Context: an optimization exercise on an open-source flow, tuned for a short achievable clock period and few clock cycles. The choices shown serve that exercise and are no tape-out recipe.
Only simulation tests tie the RTL to the original design; equivalence was not proved.
No activity file was given, so power comes from the tool's default toggle rates.

===== flow/flow/run.sh =====
#!/bin/bash
# Standard ORFS layout, with repair aiming well below the clock period:
# the setup margin makes the resizer work on every path longer than
# (period - margin). The constraints themselves are unchanged.
set -euo pipefail
MARGIN=${MARGIN:-7.5}
bash standard.sh SETUP_SLACK_MARGIN=$MARGIN finish > standard_flow.log 2>&1

===== flow/standard.sh =====
#!/bin/bash
# synth_recipe.tcl (not shown) runs the flow's synth.tcl, then flattens the netlist and writes it again
# the make line also repeats each setting of config.mk as NAME=value (left out here)
make -C /OpenROAD-flow-scripts/flow DESIGN_CONFIG=/design/flow/config.mk WORK_HOME=/design/flow/orfs CLKGATE_MAP_FILE= SYNTH_SCRIPT=/design/flow/synth_recipe.tcl "${@:-finish}"

===== flow/config.mk =====
export PLATFORM = sky130hd
export DESIGN_NAME = risc_core
export DESIGN_NICKNAME = risc_core
export VERILOG_FILES = /design/flow/design.v
export SDC_FILE = /design/flow/constraint.sdc
export NUM_CORES = 4
export LEC_CHECK = 0
export ABC_CLOCK_PERIOD_IN_PS = 3500
export CAP_MARGIN = 20
export CORE_MARGIN = 2
export CORE_UTILIZATION = 55
export SLEW_MARGIN = 20

===== flow/constraint.sdc =====
create_clock -name core_clock -period 11.0 [get_ports {clk}]
set_input_delay 2.2000 -clock core_clock [delete_from_list [all_inputs] [get_ports {clk}]]
set_output_delay 2.2000 -clock core_clock [all_outputs]
set_load 0.01 [all_outputs]

===== flow/design.v =====
`default_nettype none
package core_pkg;
    typedef enum logic [6:0] {
        OPC_OP     = 7'b0110011,
        OPC_OP_IMM = 7'b0010011,
        OPC_LOAD   = 7'b0000011,
        OPC_STORE  = 7'b0100011,
        OPC_BRANCH = 7'b1100011,
        OPC_JAL    = 7'b1101111,
        OPC_LUI    = 7'b0110111
    } opcode_e;
    typedef enum logic [2:0] {
        ALU_ADD = 3'b000,
        ALU_SUB = 3'b001,
        ALU_AND = 3'b010,
        ALU_OR  = 3'b011,
        ALU_XOR = 3'b100,
        ALU_SLT = 3'b101
    } alu_op_e;
    typedef enum logic [2:0] {
        IMM_I = 3'b000,
        IMM_S = 3'b001,
        IMM_B = 3'b010,
        IMM_J = 3'b011,
        IMM_U = 3'b100
    } imm_sel_e;
    typedef enum logic [1:0] {
        RES_ALU = 2'b00,
        RES_MEM = 2'b01,
        RES_PC4 = 2'b10,
        RES_IMM = 2'b11
    } result_sel_e;
    typedef struct packed {
        logic zero;
        logic negative;
        logic carry;
        logic overflow;
    } alu_flags_t;
endpackage
`default_nettype wire
`default_nettype none
module alu (
    input  wire logic [32-1:0] a_i,
    input  wire logic [32-1:0] b_i,       
    input  wire logic             sub_i,     
    input  wire logic [1:0]       lsel_i,    
    input  wire logic             arith_i,   
    input  wire logic             slt_i,     
    output logic [32-1:0]      result_o,
    output logic [32-1:0]      sum_o,     
    output logic                  lt_o
);
    logic [32-1:0] sum;
    logic [32-1:0] lres;
    assign sum   = a_i + b_i + {{(32-1){1'b0}}, sub_i};
    assign lt_o = (a_i[32-1] == b_i[32-1]) ? a_i[32-1] : sum[32-1];
    assign sum_o = sum;
    always_comb begin
        case (lsel_i)
            2'd0:    lres = a_i ^ b_i;
            2'd1:    lres = a_i | b_i;
            2'd2:    lres = a_i & b_i;
            default: lres = b_i;
        endcase
    end
    always_comb begin
        if (slt_i)        result_o = {{(32-1){1'b0}}, lt_o};
        else if (arith_i) result_o = sum;
        else              result_o = lres;
    end
endmodule
`default_nettype wire
`default_nettype none
module register_file (
    input  wire logic             clk,
    input  wire logic             arst_n_i,
    input  wire logic [4:0]       rs1_addr_i,
    input  wire logic [4:0]       rs2_addr_i,
    input  wire logic [4:0]       rd_addr_i,
    input  wire logic             rd_we_i,
    input  wire logic [32-1:0] rd_data_i,
    output logic [32-1:0]      rs1_data_o,
    output logic [32-1:0]      rs2_data_o
);
    logic [32-1:0] regs [32];
    logic             vld  [32];
    always_ff @(posedge clk or negedge arst_n_i) begin
        if (!arst_n_i) begin
            for (int i = 0; i < 32; i++) begin
                vld[i] <= 1'b0;
            end
        end else if (rd_we_i && (rd_addr_i != 5'd0)) begin
            vld[rd_addr_i] <= 1'b1;
        end
    end
    always_ff @(posedge clk) begin
        if (rd_we_i && (rd_addr_i != 5'd0)) begin
            regs[rd_addr_i] <= rd_data_i;
        end
    end
    assign rs1_data_o = vld[rs1_addr_i] ? regs[rs1_addr_i] : '0;
    assign rs2_data_o = vld[rs2_addr_i] ? regs[rs2_addr_i] : '0;
endmodule
`default_nettype wire
`default_nettype none
module risc_core (
    input  wire logic             clk,
    input  wire logic             arst_n_i,
    output logic [32-1:0]      pc_o,
    input  wire logic [32-1:0] instr_i,
    output logic [32-1:0]      dmem_addr_o,
    output logic [32-1:0]      dmem_wdata_o,
    output logic                  dmem_we_o,
    input  wire logic [32-1:0] dmem_rdata_i,
    output logic                  rf_we_o,
    output logic [4:0]            rf_waddr_o,
    output logic [32-1:0]      rf_wdata_o
);
    localparam int BTB_N  = 16;
    localparam int BTB_IW = 4;
    localparam int BTB_TL = BTB_IW + 2;     
    localparam int BTB_AW = 18;             
    localparam int BTB_FT = 6;              
    logic [32-1:0] pc_q;
    logic [32-1:0] pc_out_q;     
    logic             ex_valid;
    logic [32-1:0] ex_a, ex_rs2, ex_imm;
    logic             ex_fa, ex_fs;
    logic             ex_fbp, ex_fbn, ex_brsp, ex_brsn, ex_bimm;    
    logic             ex_sub, ex_arith, ex_slt;
    logic [1:0]       ex_lsel;
    logic [4:0]       ex_rd;
    logic             ex_wr, ex_ld, ex_st;
    logic             ex_ldw;       
    logic             ex_wrv;       
    logic             ex_jal, ex_beq, ex_bne, ex_blt, ex_ctl;
    logic [32-1:0] ex_pc, ex_pc4, ex_boff;
    logic             ex_ptaken;    
    logic             ex_pok;       
    logic             ex_t4;        
    logic             mem_valid;
    logic [32-1:0] mem_res, mem_addr, mem_sd;
    logic [4:0]       mem_rd;
    logic             mem_wr, mem_ld, mem_we;
    logic             wb_we;
    logic [4:0]       wb_rd;
    logic [32-1:0] wb_data;
    logic                   btb_v   [BTB_N];
    logic [BTB_AW-1:BTB_TL] btb_tag [BTB_N];
    logic [BTB_AW-1:2]      btb_tgt [BTB_N];
    logic [1:0]             btb_ctr [BTB_N];
    logic [3:0]             btb_cnt [BTB_N];
    logic [3:0]             btb_trip[BTB_N];
    logic                   btb_conf[BTB_N];
    logic                   btb_exit[BTB_N];
    logic             w_en;
    logic [4:0]       w_rd;
    logic [32-1:0] w_data;
    logic [BTB_IW-1:0] f_idx;
    logic              f_fhit, f_hit;
    logic              f_ptaken;
    logic [32-1:0]  f_pc4;
    logic [32-1:0]  f_pnext;
    assign pc_o     = pc_out_q;
    assign f_idx    = pc_q[BTB_TL-1:2];
    assign f_fhit   = btb_v[f_idx] && (btb_tag[f_idx][BTB_TL+BTB_FT-1:BTB_TL] == pc_q[BTB_TL+BTB_FT-1:BTB_TL]);
    assign f_hit    = f_fhit && (btb_tag[f_idx] == pc_q[BTB_AW-1:BTB_TL]) &&
                      (pc_q[32-1:BTB_AW] == '0);
    assign f_ptaken = f_fhit && btb_ctr[f_idx][1] && !btb_exit[f_idx];
    assign f_pc4    = pc_q + 32'd4;
    assign f_pnext  = f_ptaken ? {{(32-BTB_AW){1'b0}}, btb_tgt[f_idx], 2'b00} : f_pc4;
    logic [31:0] ir;
    logic [6:0]  d_opc;
    logic [2:0]  d_f3;
    logic [4:0]  d_rd, d_rs1, d_rs2;
    logic        d_op, d_opi, d_ld, d_st, d_br, d_jal, d_lui;
    logic        d_fn_ok;
    logic        d_wr;
    logic [32-1:0] d_imm_i, d_imm_s, d_imm_b, d_imm_j, d_imm_u;
    logic [32-1:0] d_imm, d_boff;
    logic [32-1:0] rf_rs1, rf_rs2;
    logic [32-1:0] d_rs1v, d_rs2v;
    logic [32-1:0] d_a, d_bimm;
    logic        d_stall;
    logic        d_sub, d_arith, d_slt;
    logic        d_bsel_rs2, d_bsel_pc4;
    logic        d_fwd2;       
    logic [1:0]  d_lsel;
    assign ir    = instr_i;
    assign d_opc = ir[6:0];
    assign d_f3  = ir[14:12];
    assign d_rd  = ir[11:7];
    assign d_rs1 = ir[19:15];
    assign d_rs2 = ir[24:20];
    assign d_op  = (d_opc == 7'b0110011);
    assign d_opi = (d_opc == 7'b0010011);
    assign d_ld  = (d_opc == 7'b0000011) && (d_f3 == 3'b010);
    assign d_st  = (d_opc == 7'b0100011) && (d_f3 == 3'b010);
    assign d_br  = (d_opc == 7'b1100011);
    assign d_jal = (d_opc == 7'b1101111);
    assign d_lui = (d_opc == 7'b0110111);
    assign d_fn_ok = (d_f3 == 3'b000) || (d_f3 == 3'b010) || (d_f3 == 3'b100) ||
                     (d_f3 == 3'b110) || (d_f3 == 3'b111);
    assign d_wr   = (((d_op || d_opi) && d_fn_ok) || d_ld || d_jal || d_lui) && (d_rd != 5'd0);
    assign d_imm_i = {{20{ir[31]}}, ir[31:20]};
    assign d_imm_s = {{20{ir[31]}}, ir[31:25], ir[11:7]};
    assign d_imm_b = {{20{ir[31]}}, ir[7], ir[30:25], ir[11:8], 1'b0};
    assign d_imm_j = {{12{ir[31]}}, ir[19:12], ir[20], ir[30:21], 1'b0};
    assign d_imm_u = {ir[31:12], 12'h000};
    assign d_bsel_rs2 = d_opc[5] && !d_opc[2] && (d_opc[6] || d_opc[4]);    
    assign d_bsel_pc4 = d_opc[3];                                           
    assign d_imm  = d_opc[2] ? d_imm_u : ((d_opc[5] && !d_opc[2]) ? d_imm_s : d_imm_i);
    assign d_boff = d_jal ? d_imm_j : d_imm_b;
    register_file i_register_file (
        .clk        (clk),
        .arst_n_i   (arst_n_i),
        .rs1_addr_i (d_rs1),
        .rs2_addr_i (d_rs2),
        .rd_addr_i  (w_rd),
        .rd_we_i    (w_en),
        .rd_data_i  (w_data),
        .rs1_data_o (rf_rs1),
        .rs2_data_o (rf_rs2)
    );
    assign d_rs1v = (w_en && (w_rd == d_rs1)) ? w_data : rf_rs1;
    assign d_rs2v = (w_en && (w_rd == d_rs2)) ? w_data : rf_rs2;
    assign d_a = d_rs1v;
    always_comb begin
        if (d_bsel_pc4) d_bimm = f_pc4;
        else            d_bimm = d_imm;
    end
    assign d_sub   = (d_op && d_f3 == 3'b000 && ir[30]) || ((d_op || d_opi) && d_f3 == 3'b010) || d_br;
    assign d_slt   = (d_op || d_opi) && (d_f3 == 3'b010);
    assign d_arith = !(d_op || d_opi || d_lui || d_jal) || ((d_op || d_opi) && d_f3 == 3'b000);
    always_comb begin
        if (d_lui || d_jal)       d_lsel = 2'd3;
        else if (d_f3 == 3'b100)  d_lsel = 2'd0;
        else if (d_f3 == 3'b110)  d_lsel = 2'd1;
        else                      d_lsel = 2'd2;
    end
    assign d_fwd2 = ex_wrv && (ex_rd == d_rs2);
    assign d_stall = ex_ldw && ((d_rs1 == ex_rd) || (d_rs2 == ex_rd));
    logic [32-1:0] e_a, e_b, e_sd;
    logic [32-1:0] e_res, e_sum;
    logic             e_lt;
    logic             e_beq, e_blt;
    logic             e_taken;
    logic             e_mis_t, e_mis_nt, e_mispred;
    logic [32-1:0] e_tgt;
    logic [32-1:0] f_cont, pc_if_t, pc_if_nt, pc_d, pc_out_d;
    assign e_a  = ex_fa ? mem_res : ex_a;
    assign e_b  = ({32{ex_fbp}} & mem_res) | ({32{ex_fbn}} & ~mem_res) |
                  ({32{ex_brsp}} & ex_rs2) | ({32{ex_brsn}} & ~ex_rs2) |
                  ({32{ex_bimm}} & ex_imm);
    assign e_sd = ex_fs ? mem_res : ex_rs2;
    alu i_alu (
        .a_i      (e_a),
        .b_i      (e_b),
        .sub_i    (ex_sub),
        .lsel_i   (ex_lsel),
        .arith_i  (ex_arith),
        .slt_i    (ex_slt),
        .result_o (e_res),
        .sum_o    (e_sum),
        .lt_o     (e_lt)
    );
    logic e_eq00, e_eq10, e_eq01, e_lt00, e_lt10, e_lt01;
    assign e_eq00 = (ex_a == ex_rs2);
    assign e_eq10 = (mem_res == ex_rs2);
    assign e_eq01 = (ex_a == mem_res);
    assign e_lt00 = (ex_a[32-1] != ex_rs2[32-1]) ? ex_a[32-1] :
                    (ex_a[32-2:0] < ex_rs2[32-2:0]);
    assign e_lt10 = (mem_res[32-1] != ex_rs2[32-1]) ? mem_res[32-1] :
                    (mem_res[32-2:0] < ex_rs2[32-2:0]);
    assign e_lt01 = (ex_a[32-1] != mem_res[32-1]) ? ex_a[32-1] :
                    (ex_a[32-2:0] < mem_res[32-2:0]);
    always_comb begin
        case ({ex_fa, ex_fs})
            2'b00:   begin e_beq = e_eq00; e_blt = e_lt00; end
            2'b10:   begin e_beq = e_eq10; e_blt = e_lt10; end
            2'b01:   begin e_beq = e_eq01; e_blt = e_lt01; end
            default: begin e_beq = 1'b1;   e_blt = 1'b0;   end
        endcase
    end
    assign e_tgt     = ex_pc + ex_boff;
    assign e_taken   = ex_jal || (ex_beq && e_beq) || (ex_bne && !e_beq) || (ex_blt && e_blt);
    assign e_mis_t   = ex_valid && !(ex_ptaken ? ex_pok : ex_t4);
    assign e_mis_nt  = ex_valid && ex_ptaken;
    assign e_mispred = e_taken ? e_mis_t : e_mis_nt;
    assign f_cont    = d_stall ? pc_q : f_pnext;
    assign pc_if_t   = e_mis_t ? e_tgt : f_cont;
    assign pc_if_nt  = e_mis_nt ? ex_pc4 : f_cont;
    assign pc_d      = e_taken ? pc_if_t : pc_if_nt;
    assign pc_out_d  = e_taken ? (pc_if_t & {32{arst_n_i}}) : (pc_if_nt & {32{arst_n_i}});
    always_ff @(posedge clk) begin
        pc_out_q <= pc_out_d;
    end
    assign dmem_addr_o  = mem_addr;
    assign dmem_wdata_o = mem_sd;
    assign dmem_we_o    = mem_we;
    assign w_en   = mem_valid && mem_wr;
    assign w_rd   = mem_rd;
    assign w_data = mem_ld ? dmem_rdata_i : mem_res;
    assign rf_we_o    = wb_we;
    assign rf_waddr_o = wb_rd;
    assign rf_wdata_o = wb_data;
    always_ff @(posedge clk or negedge arst_n_i) begin
        if (!arst_n_i) begin
            pc_q      <= 32'h0000_0000;
            ex_valid  <= 1'b0;
            ex_ldw    <= 1'b0;
            ex_wrv    <= 1'b0;
            mem_valid <= 1'b0;
            mem_we    <= 1'b0;
            wb_we     <= 1'b0;
        end else begin
            pc_q      <= pc_d;
            ex_valid  <= !e_mispred && !d_stall;
            ex_ldw    <= !e_mispred && !d_stall && d_ld && d_wr;
            ex_wrv    <= !e_mispred && !d_stall && d_wr;
            mem_valid <= ex_valid;
            mem_we    <= ex_valid && ex_st;
            wb_we     <= w_en;
        end
    end
    always_ff @(posedge clk) begin
        ex_a      <= d_a;
        ex_rs2    <= d_rs2v;
        ex_imm    <= d_sub ? ~d_bimm : d_bimm;
        ex_fbp    <= d_bsel_rs2 && d_fwd2 && !d_sub;
        ex_fbn    <= d_bsel_rs2 && d_fwd2 && d_sub;
        ex_brsp   <= d_bsel_rs2 && !d_fwd2 && !d_sub;
        ex_brsn   <= d_bsel_rs2 && !d_fwd2 && d_sub;
        ex_bimm   <= !d_bsel_rs2;
        ex_fa     <= ex_wrv && (ex_rd == d_rs1);
        ex_fs     <= ex_wrv && (ex_rd == d_rs2);
        ex_sub    <= d_sub;
        ex_arith  <= d_arith;
        ex_slt    <= d_slt;
        ex_lsel   <= d_lsel;
        ex_rd     <= d_rd;
        ex_wr     <= d_wr;
        ex_ld     <= d_ld;
        ex_st     <= d_st;
        ex_jal    <= d_jal;
        ex_ctl    <= d_jal || d_br;
        ex_beq    <= d_br && (d_f3 == 3'b000);
        ex_bne    <= d_br && (d_f3 == 3'b001);
        ex_blt    <= d_br && (d_f3 == 3'b100);
        ex_pc     <= pc_q;
        ex_pc4    <= f_pc4;
        ex_boff   <= d_boff;
        ex_ptaken <= f_ptaken;
        ex_pok    <= f_hit;
        ex_t4     <= d_jal ? (ir[31:12] == 20'h00400) :
                             ({ir[31:25], ir[11:7]} == 12'h004);
        mem_res  <= e_res;
        mem_addr <= e_sum;
        mem_sd   <= e_sd;
        mem_rd   <= ex_rd;
        mem_wr   <= ex_wr;
        mem_ld   <= ex_ld;
        wb_rd    <= w_rd;
        wb_data  <= w_data;
    end
    logic                   u_valid, u_tkn, u_tgt_ok, u_taken;
    logic                   u_own;
    logic [BTB_IW-1:0]      x_idx;
    logic [BTB_IW-1:0]      u_idx;
    logic [BTB_AW-1:BTB_TL] u_tag;
    logic [BTB_AW-1:2]      u_tgt;
    always_ff @(posedge clk or negedge arst_n_i) begin
        if (!arst_n_i) begin
            u_valid <= 1'b0;
        end else begin
            u_valid <= ex_valid && ex_ctl;
        end
    end
    always_ff @(posedge clk) begin
        u_tkn   <= e_taken && !ex_t4 && (ex_pc[32-1:BTB_AW] == '0);
        u_tgt_ok <= (e_tgt[32-1:BTB_AW] == '0);
        u_idx   <= ex_pc[BTB_TL-1:2];
        u_tag   <= ex_pc[BTB_AW-1:BTB_TL];
        u_tgt   <= e_tgt[BTB_AW-1:2];
        u_own   <= btb_v[x_idx] && (btb_tag[x_idx] == ex_pc[BTB_AW-1:BTB_TL]);
    end
    assign u_taken = u_tkn && u_tgt_ok;
    logic [1:0] x_ctr;
    logic [3:0] x_cnt, x_trip, x_cnt1;
    logic       x_conf, x_conf_nt;
    logic [1:0] u_ctr_inc, u_ctr_dec;
    logic [3:0] u_cnt, u_cnt1;
    logic       u_exit_t, u_conf_nt, u_exit_nt;
    assign x_idx     = ex_pc[BTB_TL-1:2];
    assign x_ctr     = btb_ctr[x_idx];
    assign x_cnt     = btb_cnt[x_idx];
    assign x_trip    = btb_trip[x_idx];
    assign x_conf    = btb_conf[x_idx];
    assign x_cnt1    = (x_cnt == 4'hf) ? 4'hf : x_cnt + 4'd1;
    assign x_conf_nt = (x_cnt == x_trip) && (x_cnt != 4'hf);
    always_ff @(posedge clk) begin
        u_ctr_inc <= (x_ctr == 2'd3) ? 2'd3 : x_ctr + 2'd1;
        u_ctr_dec <= (x_ctr == 2'd0) ? 2'd0 : x_ctr - 2'd1;
        u_cnt     <= x_cnt;
        u_cnt1    <= x_cnt1;
        u_exit_t  <= x_conf && (x_cnt1 == x_trip);
        u_conf_nt <= x_conf_nt;
        u_exit_nt <= x_conf_nt && (x_cnt == 4'd0);
    end
    always_ff @(posedge clk or negedge arst_n_i) begin
        if (!arst_n_i) begin
            for (int i = 0; i < BTB_N; i++) begin
                btb_v[i] <= 1'b0;
            end
        end else if (u_valid && u_taken) begin
            btb_v[u_idx] <= 1'b1;
        end
    end
    always_ff @(posedge clk) begin
        if (u_valid) begin
            if (u_taken) begin
                if (u_own) begin
                    btb_ctr[u_idx]  <= u_ctr_inc;
                    btb_cnt[u_idx]  <= u_cnt1;
                    btb_exit[u_idx] <= u_exit_t;
                end else begin
                    btb_tag[u_idx]  <= u_tag;
                    btb_tgt[u_idx]  <= u_tgt;
                    btb_ctr[u_idx]  <= 2'd3;
                    btb_cnt[u_idx]  <= 4'd1;
                    btb_trip[u_idx] <= 4'd0;
                    btb_conf[u_idx] <= 1'b0;
                    btb_exit[u_idx] <= 1'b0;
                end
            end else if (u_own) begin
                btb_ctr[u_idx]  <= u_ctr_dec;
                btb_cnt[u_idx]  <= 4'd0;
                btb_trip[u_idx] <= u_cnt;
                btb_conf[u_idx] <= u_conf_nt;
                btb_exit[u_idx] <= u_exit_nt;
            end
        end
    end
endmodule
`default_nettype wire

==> reports/metrics.csv <==
metric;value;unit
hpwl dp;187000;um
final wirelength;333000;um
die width;431;um
main area contributors after synthesis;edfxtp_1, mux4_2, dfxtp_1;
Relative slew margins;0.231;
final setup violating endpoints;0;
Sinks on Clock Net;2179;
CP max FO;6;
vias;63200;
critical path arrival;4.87;ns
post-synth cell types;103;
RSZ-0062 raised after global routing;yes;
ys async rst share;0.0399;
Min-Delay Path Depth;0;
DR WL/cell;36.3;um
critical path class;reg2reg;
first-pass GRT wire length;462000;um
DRT iter0 DRCs;8404;
Worst Tran Pin Value;1.15;ns
most frequent cells in the layout;edfxtp_1, mux4_2, dfxtp_1;
initial core utilization;0.554;
worst reg2reg path depth;12;
via density per instance;6.89;
grt ovf;0;
Cells after Synth;6117;
initial antenna violation count;18;
final core occ;0.662;
I/O Buffers;200;
routability cong.;0.948;
Final Hold Viols;0;
CTS max path bufs;3;
Setup TNS;0;ns
hold wc startpoint;ex_ld$_DFF_P_;
Pins Over Slew Limit;0;
total track usage;0.354;
main flop type after synthesis;edfxtp_1;
warnings from Yosys;5;
end of the worst register-to-register path;pc_out_q[22]$_DFF_P_;
area of the mapped netlist;0.100;sq mm
Post-synth EDFFs;1664;
Root Buffer;clkbuf_16;
most common cell after layout, fill and taps aside;edfxtp_1;
CTS tree;yes;
Hold/Removal Path Class;reg2reg;
area delta synth->final;19.5;%
H-tree levels;4;
Worst Skew;0.0312;ns
CP startpoint kind;register;
fin crit share;0.374;
row cnt;156;
f_max;0.243;GHz
post-layout min period;4.11;ns
hold_buf cts;0;
drt drc;0;
die extent in y;431;um
Hold EP;mem_ld$_DFF_P_;
Critical Path RT;11.76;ns
Core Region;0.181;sq mm
largest net degree at the start of global routing;109;
DR pass1 iterations;6;
Skew-Pair Late Insertion Delay;0.88;ns
Yosys reg bits;2179;
layout cells sized above 1;0.358;
io pins;201;
Final ANT Viol Nets;0;
maximum VDD drop;0.158;mV
Avg Cell Area, Syn;16.4;sq um
Die ar.;0.186;sq mm
Seq/Total Area, Yosys;0.606;
pwr dens;212;mW/mm^2
Yosys top cell area share;0.499;
crit path capture type;register;
final hold slack;0.333;ns
Total Nets Final;6869;
vias in the first global route;61600;
CTS Buf Count;220;
total power;25.4;mW
clk slew on worst S/H paths;0.06;ns
P_leak;41.3;nW
largest area contributor in the netlist;edfxtp_1;
outcome;no timing/DRC/antenna violations;
setup slack, reg-to-reg;6.89;ns
Max Cap Viol;0;
worst flop-to-flop path startpoint;ex_a[0]$_DFF_P_;
==> worst max-delay path by stage <==
stage	from	end
after global routing	ex_fs$_DFF_P_	pc_out_q[22]$_DFF_P_
after floorplan	instr_i[15]	ex_a[10]$_DFF_P_
after global placement	instr_i[15]	pc_out_q[26]$_DFF_P_
final	ex_a[0]$_DFF_P_	pc_out_q[22]$_DFF_P_
after detailed placement	instr_i[15]	pc_out_q[26]$_DFF_P_
after CTS	ex_fa$_DFF_P_	pc_out_q[22]$_DFF_P_
==> synth_stat cells (64+ instances only) <==
cell	count
o22ai_1	84
nor3_1	64
ha_1	193
clkbuf_1	240
nand2_1	248
mux4_2	889
dfrtp_1	87
buf_1	100
dfxtp_1	428
inv_1	233
a211oi_1	67
mux2i_1	161
edfxtp_1	1664
xnor2_1	102
mux2_2	81
nor2_1	311
xor2_1	65
o21ai_0	144
a21oi_1	214
==> critical path, cell delays in order, from the launching register on <==
cell and delay, ns:
dfxtp_1 0.58, nor2b_1 0.15, a2111oi_0 0.44, o21ai_0 0.35, a21oi_1 0.20, nor2_1 0.10, o41ai_4 0.50, mux2_4 0.34
or4_4 0.54, buf_16 0.19, buf_12 0.16, mux2_4 0.30, and2_1 0.15
==> sequential cells by signal, indices dropped and copies added (netlist names), 64 cells and up <==
register / cells
btb_cnt: 64
btb_tag: 192
btb_tgt: 256
btb_trip: 64
i_register_file.regs: 1024
==> power by group <==
part,total (mW),internal (mW),switching (mW)
registers,11.2,10.2,0.955
logic,6.93,2.92,4.01
clock network,7.27,4.08,3.19
==> routing by layer <==
layer	vias up	global-route usage	wire length, um
met5	-	0	46
met4	6	0.144	15000
met3	668	0.0840	37000
met2	3708	0.529	150000
met1	33200	0.507	130000
li1	25600	-	-
==> through the flow <==
stage                     std cells  setup slack [ns]  instance area (sq um)
after global routing           9167              6.86                 120000
after CTS                      9067              6.95                 117000
after floorplan                6148              6.95                 102000
after global placement         8453              4.64                 105000
after detailed placement       8453              4.55                 105000
final                          9172              6.89                 120000
==> cells by family after synthesis <==
kind of cell    count (synthesis)  synth area share
compound gates                832            0.0549
mux                          1147             0.229
other cells                     1         0.0000374
flops                        2179             0.606
simple gates                  961            0.0457
fa+ha+maj                     198            0.0249
buf+inv                       632            0.0254
xor+xnor                      167            0.0146
==> area by class of cell <==
type / instances / area, sq um
diodes: 7 / 17.5
clock buffers: 325 / 6250
clock inverters: 85 / 669
fillers: 12500 / 61200
inverters: 236 / 933
multi-input cells: 3346 / 40000
flip-flops and latches: 2179 / 61000
well taps: 2370 / 2970
repair buffers: 615 / 7900
repair inverters: 9 / 65.1
==> repair_timing <==
action / in CTS / in global routing
buffers inserted: 135 / 69
cloned: 69 / 29
pin swaps: 78 / 87
gates resized for setup: 1209 / 242
endpoints found under the setup margin: 709 / 757
hold endpoints to repair: 0 / 0
Testbench counts, summed over its fixed seeds: cycles 53,807.

==> separate check: timing with driven ports <==
How much do the figures lean on ideal ports? The routed layout below was timed once more, with nothing changed but the port constraints.
Step 1: set_driving_cell puts a clkbuf_16 on clk and a buf_2 on each other input, an assumption about the parent block.
Step 2 moves the port delays by t, midway between the first and last clock arrival at a register: inputs arrive t later, outputs are due t later. That takes back most of the time a late clock gives input paths.
a / b / c = ideal / step 1 / step 2; a / b = the first two.
t (ns): 0.960
setup WS [ns]: 6.888 / 6.888 / 6.075
hold WS [ns]: 0.333 / 0.333 / 0.333
latest minus earliest clock arrival (ns): 0.035 / 0.034
pins driven straight from the clock port: 1
After both steps setup and hold are still met in this run. For this run, drivers alone change the setup slack by 0.000 ns; drivers and shift together by -0.813 ns.
